This is an optimization exercise on Yosys and OpenROAD, whose aim is small area, a short achievable clock period and few clock cycles, not a production implementation. In this exercise RTL edits were held to simulation tests only and were not proved equivalent to the original. No activity file was given, so power comes from the tool's default toggle rates.

// multi_button_debouncer_unit
module multi_button_debouncer_unit (
	input  logic                          clk,
	input  logic                          arst_n,
	input  logic [mbd_pkg::S_TDATA_W-1:0] s_tdata,
	input  logic                          s_tvalid,
	output logic                          s_tready,
	output logic [mbd_pkg::M_TDATA_W-1:0] m_tdata,
	output logic                          m_tlast,
	output logic                          m_tvalid,
	input  logic                          m_tready,
	input  logic                          psel,
	input  logic                          penable,
	input  logic                          pwrite,
	input  logic [mbd_pkg::PADDR_W-1:0]   paddr,
	input  logic [mbd_pkg::PDATA_W-1:0]   pwdata,
	output logic [mbd_pkg::PDATA_W-1:0]   prdata,
	output logic                          pready
);
Size in the first run: ~2100 cells after synthesis, roughly 130 I/O pins, ~25000 sq um of cells after synthesis.
Settings: LEC_CHECK=0, CAP_MARGIN=20, CORE_MARGIN=2, CORE_UTILIZATION=40, CTS_CLUSTER_DIAMETER=90, CTS_CLUSTER_SIZE=28, SETUP_SLACK_MARGIN=5.0, SLEW_MARGIN=20, SYNTH_HIERARCHICAL=1; clock period 8.0 ns.
run.sh (not shown) runs the stock make flow with config.mk's settings and CLKGATE_MAP_FILE= SYNTH_SCRIPT=/design/flow/synth_recipe.tcl, a recipe that flattens the netlist after the stock synthesis.
Testbench counts at the start, summed over its fixed seeds: cycles 20,166.
Edit:
==> flow/flow/run.sh (new file) <==
#!/bin/bash
# The standard synthesis and layout, with plain buffers (buf_2) on the ports instead
# of the delay cells that port buffering picks by default; every port is still buffered
set -euo pipefail
bash standard.sh synth > synth.log 2>&1
bash standard.sh "BUFFER_PORTS_ARGS=-buffer_cell sky130_fd_sc_hd__buf_2" finish > layout.log 2>&1
==> flow/standard.sh (new file) <==
#!/bin/bash
# synth_recipe.tcl (not shown) runs the flow's synth.tcl, then flattens the netlist and writes it again
# the make line also repeats each setting of config.mk as NAME=value (left out here)
make -C /OpenROAD-flow-scripts/flow DESIGN_CONFIG=/design/flow/config.mk WORK_HOME=/design/flow/orfs CLKGATE_MAP_FILE= SYNTH_SCRIPT=/design/flow/synth_recipe.tcl "${@:-finish}"
--- a/flow/config.mk
+++ b/flow/config.mk
@@ -9,6 +9,6 @@
 export CORE_MARGIN = 2
 export CORE_UTILIZATION = 40
-export CTS_CLUSTER_DIAMETER = 90
-export CTS_CLUSTER_SIZE = 28
+export CTS_CLUSTER_DIAMETER = 80
+export CTS_CLUSTER_SIZE = 24
 export SETUP_SLACK_MARGIN = 5.0
 export SLEW_MARGIN = 20
removed: flow/run.sh
What happened: Register-to-register slack improved by 0.07 ns. Worst hold slack got worse by 0.0045 ns. Design area went down by 1.0%. Global-route usage went up by 0.10 points. Setup slack improved by 0.073 ns. Clock skew went down by 0.0040 ns. Area after synthesis does not change. Routed wire length hardly moves. Maximum frequency went up by 2.4%. Combinational power went down by about 2%.
Edit:
--- a/flow/config.mk
+++ b/flow/config.mk
@@ -8,5 +8,5 @@
 export CAP_MARGIN = 20
 export CORE_MARGIN = 2
-export CORE_UTILIZATION = 40
+export CORE_UTILIZATION = 50
 export CTS_CLUSTER_DIAMETER = 80
 export CTS_CLUSTER_SIZE = 24
The changed run ran to the end with no violations.
Worst setup slack gets worse by 0.031 ns.
Via count rose by about 0.8%.
Power rose by 1.4%.


Setup of v18:
Starting RTL as in the previous note.
export LEC_CHECK = 0
export CAP_MARGIN = 20
export CORE_MARGIN = 2
export CORE_UTILIZATION = 40
export CTS_CLUSTER_DIAMETER = 80
export CTS_CLUSTER_SIZE = 24
export GPL_ROUTABILITY_DRIVEN = 0
export PLACE_DENSITY = 0.75
export SETUP_SLACK_MARGIN = 5.0
export SLEW_MARGIN = 20
export SYNTH_HIERARCHICAL = 1
create_clock -name core_clock -period 8.0 [get_ports {clk}]
standard.sh (not shown) runs the stock make flow with config.mk's settings and CLKGATE_MAP_FILE= SYNTH_SCRIPT=/design/flow/synth_recipe.tcl, a recipe that flattens the netlist after the stock synthesis.
==> flow/flow/run.sh <==
#!/bin/bash
# The standard synthesis and layout, with plain buffers (buf_2) on the ports instead
# of the delay cells that port buffering picks by default; every port is still buffered
set -euo pipefail
bash standard.sh synth > synth.log 2>&1
bash standard.sh "BUFFER_PORTS_ARGS=-buffer_cell sky130_fd_sc_hd__buf_2" finish > layout.log 2>&1
v18 went all the way through the flow, and no timing, DRC or antenna check failed.
Testbench counts of v18, summed over its fixed seeds: cycles 20,166.
What v31 does differently from v18 at the input level:
Settings: PLACE_DENSITY: 0.75 -> unset; GPL_ROUTABILITY_DRIVEN: 0 -> unset.
==> flow/run.sh (new file) <==
#!/bin/bash
# synth_recipe.tcl (not shown) runs the flow's synth.tcl, then flattens the netlist and writes it again
# the make line also repeats each setting of config.mk as NAME=value (left out here)
make -C /OpenROAD-flow-scripts/flow DESIGN_CONFIG=/design/flow/config.mk WORK_HOME=/design/flow/orfs CLKGATE_MAP_FILE= SYNTH_SCRIPT=/design/flow/synth_recipe.tcl finish
removed: flow/flow/run.sh
removed: flow/standard.sh
### Flow results
- v31 against v18: number of vias after detailed routing lost 387, total power +3.1%, first-pass GRT wire length climbed about 0.65%, post-detailed-routing wire length now sits higher, share of the core filled with cells in the final layout now larger.
- Taking v18 as the reference point, the share of cell area taken by multi-input logic gates of v31 falls by 0.84 points.
- v31 vs v18 — combinational group power climbed by a few percent
Edits applied to the flow inputs when going from v31 to v47:
Settings: SLEW_MARGIN now 5, was 20; CAP_MARGIN now 5, was 20.
==> flow/flow/run.sh (new file) <==
#!/bin/bash
# The standard synthesis and layout, with plain buffers (buf_2) on the ports instead
# of the delay cells that port buffering picks by default; every port is still buffered
set -euo pipefail
bash standard.sh synth > synth.log 2>&1
bash standard.sh "BUFFER_PORTS_ARGS=-buffer_cell sky130_fd_sc_hd__buf_2" finish > layout.log 2>&1
==> flow/standard.sh (new file) <==
#!/bin/bash
# synth_recipe.tcl (not shown) runs the flow's synth.tcl, then flattens the netlist and writes it again
# the make line also repeats each setting of config.mk as NAME=value (left out here)
make -C /OpenROAD-flow-scripts/flow DESIGN_CONFIG=/design/flow/config.mk WORK_HOME=/design/flow/orfs CLKGATE_MAP_FILE= SYNTH_SCRIPT=/design/flow/synth_recipe.tcl "${@:-finish}"
removed: flow/run.sh
Results
- Final worst setup slack ended up 47 ps higher on v47 than on v31.
- Going from v31 to v47, non-clock buffer count shrinks by 18.
- v47 vs v31: length of routed wiring on met1 up
- In terms of final worst hold slack, v31 and v47 differ only marginally.
- Total wire length after detailed routing went down slightly going from v31 to v47.
- v47 supports a higher top clock frequency than v31.
> inputs changed (v47 -> v32)
Settings: SLEW_MARGIN: 5 -> 20; CAP_MARGIN: 5 -> 20.
==> flow/flow/run.sh <==
#!/bin/bash
# The standard synthesis and layout, with plain buffers (buf_1) on the ports instead
# of the delay cells that port buffering picks by default; every port is still buffered
set -euo pipefail
bash standard.sh synth > synth.log 2>&1
bash standard.sh "BUFFER_PORTS_ARGS=-buffer_cell sky130_fd_sc_hd__buf_1" finish > layout.log 2>&1
Notes after the runs:
Re maximum fanout along the worst path: v47 was lower than v32.
v32 against v47: global routing met1 resource utilization picked up an extra 0.48 points, shortest period the worst path allows picked up an extra 48 ps.
[inputs] v23 vs v32
Settings: swapping 80 for 90 in CTS_CLUSTER_DIAMETER; swapping 24 for 28 in CTS_CLUSTER_SIZE.
==> flow/flow/run.sh <==
#!/bin/bash
# The standard synthesis and layout, with plain buffers (buf_2) on the ports instead
# of the delay cells that port buffering picks by default; every port is still buffered
set -euo pipefail
bash standard.sh synth > synth.log 2>&1
bash standard.sh "BUFFER_PORTS_ARGS=-buffer_cell sky130_fd_sc_hd__buf_2" finish > layout.log 2>&1
Findings:
- Global-route wire length before repair in v23 is about 0.35% above v32.
- | remaining antenna violation count after routing | v23 vs v32 | ≈ equal |
- v23 vs. v32: hold slack held steady; worst setup slack grew by 31 ps; post-route standard cell area excluding fillers grew by 320 um2.
- Of the two candidates, v32 has the better switching power of the nets and v23 the worse one.
- In the tables for v23 and v32, clock share of power reads lower with v32.
- Compared with v32, leakage component of the power in v23 increased by a few percent.
- Max overall routed net length across v23 and v32: v32
> inputs changed (v23 -> v33)
Settings: CTS_CLUSTER_DIAMETER: 90 -> 80; CTS_CLUSTER_SIZE: 28 -> 24; PLACE_DENSITY: unset -> 0.85.
[summary]
Re area growth from synthesis to layout: v33 is 1.4 points down on v23.
[compare] base=v23 new=v33: clock network power share went down by 4.3 points, post-detailed-routing wire length went down by 2.4%.
Diff v23 -> v33 | final critical path time including I/O delays and setup | increase of 94 ps
Comparing v23 against v33, there is no change at all in width of the die.
Compared with v23, v33 has less setup slack.
Between v33 and v23, the non-clock buffer count is lower for v33.
[compare] base=v23 new=v33: final cell count lost 20, cell count after synthesis neither gained nor lost much.
The higher fmax came out of v23.
Final standard cell utilization of the core ended up 0.57 points lower on v33 than on v23.


## JK
The RTL this note starts from:
==> flow/design.v <==
package mbd_pkg;
	localparam int BUTTON_COUNT = 9;
	localparam int PIN_W        = 9;
	localparam int NOW_W        = 32;
	localparam int DELAY_W      = 16;
	localparam int IDX_W        = 4;
	localparam int S_TDATA_W    = 48;
	localparam int M_TDATA_W    = 8;
	localparam int PADDR_W      = 1;
	localparam int PDATA_W      = 32;
	localparam logic [PADDR_W-1:0] REG_DEBOUNCE_MS = 1'b0;
	localparam logic [DELAY_W-1:0] DEBOUNCE_RESET  = 16'd50;
	typedef struct packed {
		logic             ev;
		logic [IDX_W-1:0] idx;
		logic             pressed;
	} evt_rec_t;
endpackage
module mbd_cell (
	input  logic                        clk,
	input  logic                        arst_n,
	input  logic                        eval,
	input  logic                        sample_q,
	input  logic [mbd_pkg::NOW_W-1:0]   now_q,
	input  logic [mbd_pkg::NOW_W/2-1:0] nm1_hi,
	input  logic [mbd_pkg::NOW_W/2-1:0] lo_lo,
	input  logic                        lo_borrow,
	output logic                        fire,
	output logic                        held
);
	logic [mbd_pkg::NOW_W-1:0] since_q;
	logic                      prev_q;
	logic                      held_q;
	logic                      chg;
	assign chg = sample_q != prev_q;
	always_ff @(posedge clk) begin
		if (eval && chg) begin
			since_q <= now_q;
		end
	end
	always_ff @(posedge clk or negedge arst_n) begin
		if (!arst_n) begin
			prev_q <= 1'b0;
		end else if (eval) begin
			prev_q <= sample_q;
		end
	end
	function automatic logic less16(input logic [15:0] a, input logic [15:0] b);
		logic [15:0] g, l;
		g = a & ~b;
		l = ~a & b;
		for (int s = 1; s < 16; s = s * 2) begin
			for (int i = 0; i + s < 16; i = i + 2 * s) begin
				l[i] = l[i+s] | (~g[i+s] & l[i]);
				g[i] = g[i+s] | (~l[i+s] & g[i]);
			end
		end
		less16 = l[0];
	endfunction
	logic eq_nm1, eq_now, ge_lo, le_now, in_win;
	assign eq_nm1 = since_q[31:16] == nm1_hi;
	assign eq_now = since_q[31:16] == now_q[31:16];
	assign ge_lo  = !less16(since_q[15:0], lo_lo);
	assign le_now = !less16(now_q[15:0], since_q[15:0]);
	assign in_win = !lo_borrow ? (eq_now && ge_lo && le_now)
		: ((eq_nm1 && ge_lo) || (eq_now && le_now));
	assign fire   = eval && !chg && !in_win && (sample_q != held_q);
	always_ff @(posedge clk or negedge arst_n) begin
		if (!arst_n) begin
			held_q <= 1'b0;
		end else if (fire) begin
			held_q <= sample_q;
		end
	end
	assign held = held_q;
endmodule
module mbd_window (
	input  logic [mbd_pkg::NOW_W-1:0]   now_ms,
	input  logic [mbd_pkg::DELAY_W-1:0] debounce_ms,
	output logic [15:0]                 lo_lo,
	output logic                        lo_borrow,
	output logic [15:0]                 nm1_hi
);
	logic [15:0] a, b;
	logic [15:0] g [5];
	logic [15:0] p [5];
	logic [15:0] z [5];
	assign a = now_ms[15:0];
	assign b = debounce_ms;
	assign g[0] = {a[15:1] & ~b[15:1], a[0] | ~b[0]};
	assign p[0] = ~(a ^ b);
	assign z[0] = ~now_ms[31:16];
	for (genvar l = 0; l < 4; l++) begin : g_lvl
		localparam int S = 1 << l;
		for (genvar i = 0; i < 16; i++) begin : g_bit
			if ((i / S) % 2 == 1) begin : g_node
				mbd_pfx u_pfx (
					.g_hi (g[l][i]),
					.p_hi (p[l][i]),
					.g_lo (g[l][(i / S) * S - 1]),
					.p_lo (p[l][(i / S) * S - 1]),
					.g    (g[l+1][i]),
					.p    (p[l+1][i])
				);
				mbd_and u_and (
					.a (z[l][i]),
					.b (z[l][(i / S) * S - 1]),
					.y (z[l+1][i])
				);
			end else begin : g_pass
				assign g[l+1][i] = g[l][i];
				assign p[l+1][i] = p[l][i];
				assign z[l+1][i] = z[l][i];
			end
		end
	end
	assign lo_lo     = p[0] ^ {g[4][14:0], 1'b1};
	assign lo_borrow = ~g[4][15];
	assign nm1_hi    = now_ms[31:16] ^ {z[4][14:0], 1'b1};
endmodule
module mbd_pfx (
	input  logic g_hi,
	input  logic p_hi,
	input  logic g_lo,
	input  logic p_lo,
	output logic g,
	output logic p
);
	assign g = g_hi | (p_hi & g_lo);
	assign p = p_hi & p_lo;
endmodule
module mbd_and (
	input  logic a,
	input  logic b,
	output logic y
);
	assign y = a & b;
endmodule
module multi_button_debouncer_unit (
	input  logic                          clk,
	input  logic                          arst_n,
	input  logic [mbd_pkg::S_TDATA_W-1:0] s_tdata,
	input  logic                          s_tvalid,
	output logic                          s_tready,
	output logic [mbd_pkg::M_TDATA_W-1:0] m_tdata,
	output logic                          m_tlast,
	output logic                          m_tvalid,
	input  logic                          m_tready,
	input  logic                          psel,
	input  logic                          penable,
	input  logic                          pwrite,
	input  logic [mbd_pkg::PADDR_W-1:0]   paddr,
	input  logic [mbd_pkg::PDATA_W-1:0]   pwdata,
	output logic [mbd_pkg::PDATA_W-1:0]   prdata,
	output logic                          pready
);
	localparam int N = mbd_pkg::BUTTON_COUNT;
	logic [mbd_pkg::DELAY_W-1:0] debounce_q;
	logic [mbd_pkg::PADDR_W-1:0] paddr_q;
	logic [mbd_pkg::PADDR_W-1:0] paddr_n_q;
	assign pready = 1'b1;
	always_ff @(posedge clk or negedge arst_n) begin
		if (!arst_n) begin
			debounce_q <= mbd_pkg::DEBOUNCE_RESET;
		end else if (psel && penable && pwrite && paddr == mbd_pkg::REG_DEBOUNCE_MS) begin
			debounce_q <= pwdata[mbd_pkg::DELAY_W-1:0];
		end
	end
	always_ff @(posedge clk) begin
		paddr_q   <= paddr;
		paddr_n_q <= ~paddr;
	end
	assign prdata = {{(mbd_pkg::PDATA_W-mbd_pkg::DELAY_W){1'b0}},
		debounce_q[15:8] & {8{paddr_n_q == ~mbd_pkg::REG_DEBOUNCE_MS}},
		debounce_q[7:0] & {8{paddr_q == mbd_pkg::REG_DEBOUNCE_MS}}};
	logic [N-1:0]                pins_n;
	logic [mbd_pkg::NOW_W-1:0]   now_ms;
	logic                        load;
	logic                        v1_q;
	logic [N-1:0]                smp_q;
	logic [mbd_pkg::NOW_W-1:0]   now_q;
	logic [15:0]                 lo_lo_q;
	logic                        borrow_q;
	logic [15:0]                 nm1_q;
	logic [15:0]                 lo_lo;
	logic                        lo_borrow;
	logic [N-1:0]                a_q, b_q, c_q;
	logic [N-1:0]                a_pr_q;
	logic                        b_busy_q, c_busy_q;
	logic                        b_busy_d;
	logic                        rdy_q;
	logic [N-1:0]                fire;
	logic [N-1:0]                held;
	assign pins_n   = ~s_tdata[N-1:0];
	assign now_ms   = s_tdata[mbd_pkg::PIN_W +: mbd_pkg::NOW_W];
	assign s_tready = rdy_q;
	assign load     = s_tvalid && s_tready;
	logic [15:0]                 nm1;
	mbd_window u_window (
		.now_ms      (now_ms),
		.debounce_ms (debounce_q),
		.lo_lo       (lo_lo),
		.lo_borrow   (lo_borrow),
		.nm1_hi      (nm1)
	);
	always_ff @(posedge clk or negedge arst_n) begin
		if (!arst_n) begin
			v1_q <= 1'b0;
		end else begin
			v1_q <= load;
		end
	end
	always_ff @(posedge clk) begin
		smp_q    <= pins_n;
		now_q    <= now_ms;
		lo_lo_q  <= lo_lo;
		borrow_q <= lo_borrow;
		nm1_q    <= nm1;
	end
	for (genvar k = 0; k < N; k++) begin : g_cell
		mbd_cell u_cell (
			.clk         (clk),
			.arst_n      (arst_n),
			.eval        (v1_q),
			.sample_q    (smp_q[k]),
			.now_q       (now_q),
			.nm1_hi      (nm1_q),
			.lo_lo       (lo_lo_q),
			.lo_borrow   (borrow_q),
			.fire        (fire[k]),
			.held        (held[k])
		);
	end
	logic                        o_valid_q;
	logic [mbd_pkg::IDX_W-1:0]   o_idx_q;
	logic                        o_pr_q;
	logic                        o_last_q;
	logic                        o_free;
	logic [N-1:0]                a_low;
	logic [N-1:0]                a_rest;
	logic [N-1:0]                a_left;
	logic                        a_done;
	logic                        any_fire;
	logic [mbd_pkg::IDX_W-1:0]   a_idx;
	assign o_free   = !o_valid_q || m_tready;
	assign a_low    = a_q & (~a_q + 1'b1);
	assign a_rest   = a_q & ~a_low;
	assign a_left   = o_free ? a_rest : a_q;
	assign a_done   = o_free ? (a_rest == '0) : (a_q == '0);
	assign any_fire = |fire;
	always_comb begin
		a_idx = '0;
		for (int k = N-1; k >= 0; k--) begin
			if (a_q[k]) begin
				a_idx = mbd_pkg::IDX_W'(k);
			end
		end
	end
	always_comb begin
		b_busy_d = b_busy_q;
		if (a_done ? (b_busy_q && !c_busy_q) : !b_busy_q) begin
			b_busy_d = any_fire;
		end
	end
	always_ff @(posedge clk or negedge arst_n) begin
		if (!arst_n) begin
			a_q       <= '0;
			b_q       <= '0;
			c_q       <= '0;
			b_busy_q  <= 1'b0;
			rdy_q     <= 1'b1;
			c_busy_q  <= 1'b0;
			o_valid_q <= 1'b0;
		end else begin
			rdy_q <= !b_busy_d;
			if (o_free) begin
				o_valid_q <= |a_q;
			end
			if (a_done) begin
				if (!b_busy_q) begin
					a_q <= fire;
				end else begin
					a_q <= b_q;
					if (!c_busy_q) begin
						b_q      <= fire;
						b_busy_q <= any_fire;
					end else begin
						b_q      <= c_q;
						c_q      <= fire;
						c_busy_q <= any_fire;
					end
				end
			end else begin
				a_q <= a_left;
				if (!b_busy_q) begin
					b_q      <= fire;
					b_busy_q <= any_fire;
				end else if (!c_busy_q) begin
					c_q      <= fire;
					c_busy_q <= any_fire;
				end
			end
		end
	end
	always_ff @(posedge clk) begin
		if (a_done) begin
			a_pr_q <= b_busy_q ? held : smp_q;
		end
	end
	always_ff @(posedge clk) begin
		if (o_free && a_q != '0) begin
			o_idx_q  <= a_idx;
			o_pr_q   <= a_pr_q[a_idx];
			o_last_q <= a_rest == '0;
		end
	end
	assign m_tvalid = o_valid_q;
	assign m_tlast  = o_last_q;
	assign m_tdata  = {{(mbd_pkg::M_TDATA_W-mbd_pkg::IDX_W-1){1'b0}}, o_pr_q, o_idx_q};
endmodule
Settings: LEC_CHECK=0, CAP_MARGIN=20, CORE_MARGIN=2, CORE_UTILIZATION=40, CTS_CLUSTER_DIAMETER=100, CTS_CLUSTER_SIZE=30, SETUP_SLACK_MARGIN=5.0, SLEW_MARGIN=20, SYNTH_HIERARCHICAL=1; clock period 8.0 ns.
run.sh (not shown) runs the stock make flow with config.mk's settings and CLKGATE_MAP_FILE= SYNTH_SCRIPT=/design/flow/synth_recipe.tcl, a recipe that flattens the netlist after the stock synthesis.
Stock flow here: none of the scripts above is used.
Testbench counts of JK, summed over its fixed seeds: cycles 20,166.
--- input diff JK..MS ---
- a deleted CTS_CLUSTER_DIAMETER that had been 100
- a deleted CTS_CLUSTER_SIZE that had been 30
- an added TNS_END_PERCENT of 20
[summary]
- Setup WNS JK -> MS: worse
- Global-route usage in MS is 0.36 points above JK.
- Comparing MS with JK, the reg2reg setup slack came out essentially unchanged.

-- separate check: timing with driven ports --
Ports are ideal in the flow. The routed layouts listed here were re-timed in OpenROAD. Step 1 sets driving cells, clkbuf_16 on the clock port and buf_2 on the other inputs (assumed; they add their load-dependent delay and slew). Step 2 times the ports against the registers' clock, not the clock port: input delays grow and output delays shrink by t, the midpoint of the rising clock arrivals with the driver on. Three values: no drivers, after step 1, after step 2; two values: the first two.
| run | t (ns) | setup WS [ns] | hold WS [ns] | worst data-port slew with drivers (ns) |
|---|---|---|---|---|
| the first run of note 1 | 0.642 | 4.911 / 4.911 / 4.428 | 0.512 / 0.512 / 0.512 | 0.06 |
| the second run of note 1 | 0.661 | 4.985 / 4.985 / 4.562 | 0.508 / 0.508 / 0.508 | 0.07 |
| the third run of note 1 | 0.673 | 4.954 / 4.954 / 4.554 | 0.507 / 0.507 / 0.507 | 0.04 |
| v18 | 0.653 | 4.969 / 4.969 / 4.534 | 0.517 / 0.517 / 0.517 | 0.04 |
| v31 | 0.670 | 4.937 / 4.937 / 4.414 | 0.509 / 0.509 / 0.509 | 0.06 |
| v47 | 0.661 | 4.985 / 4.985 / 4.562 | 0.508 / 0.508 / 0.508 | 0.07 |
| v32 | 0.655 | 4.936 / 4.936 / 4.555 | 0.511 / 0.511 / 0.511 | 0.08 |
| v23 | 0.646 | 4.967 / 4.967 / 4.562 | 0.513 / 0.513 / 0.513 | 0.06 |
| v33 | 0.613 | 4.874 / 4.874 / 4.538 | 0.516 / 0.516 / 0.516 | 0.07 |
| JK | 0.627 | 5.027 / 4.970 / 4.440 | 0.513 / 0.513 / 0.513 | 0.05 |
| MS | 0.657 | 4.945 / 4.887 / 4.345 | 0.503 / 0.503 / 0.503 | 0.05 |
After both steps every run listed still meets setup and hold. The setup slack of MS, which loses most, moves by -0.058 ns with the drivers and by -0.600 ns with both steps.
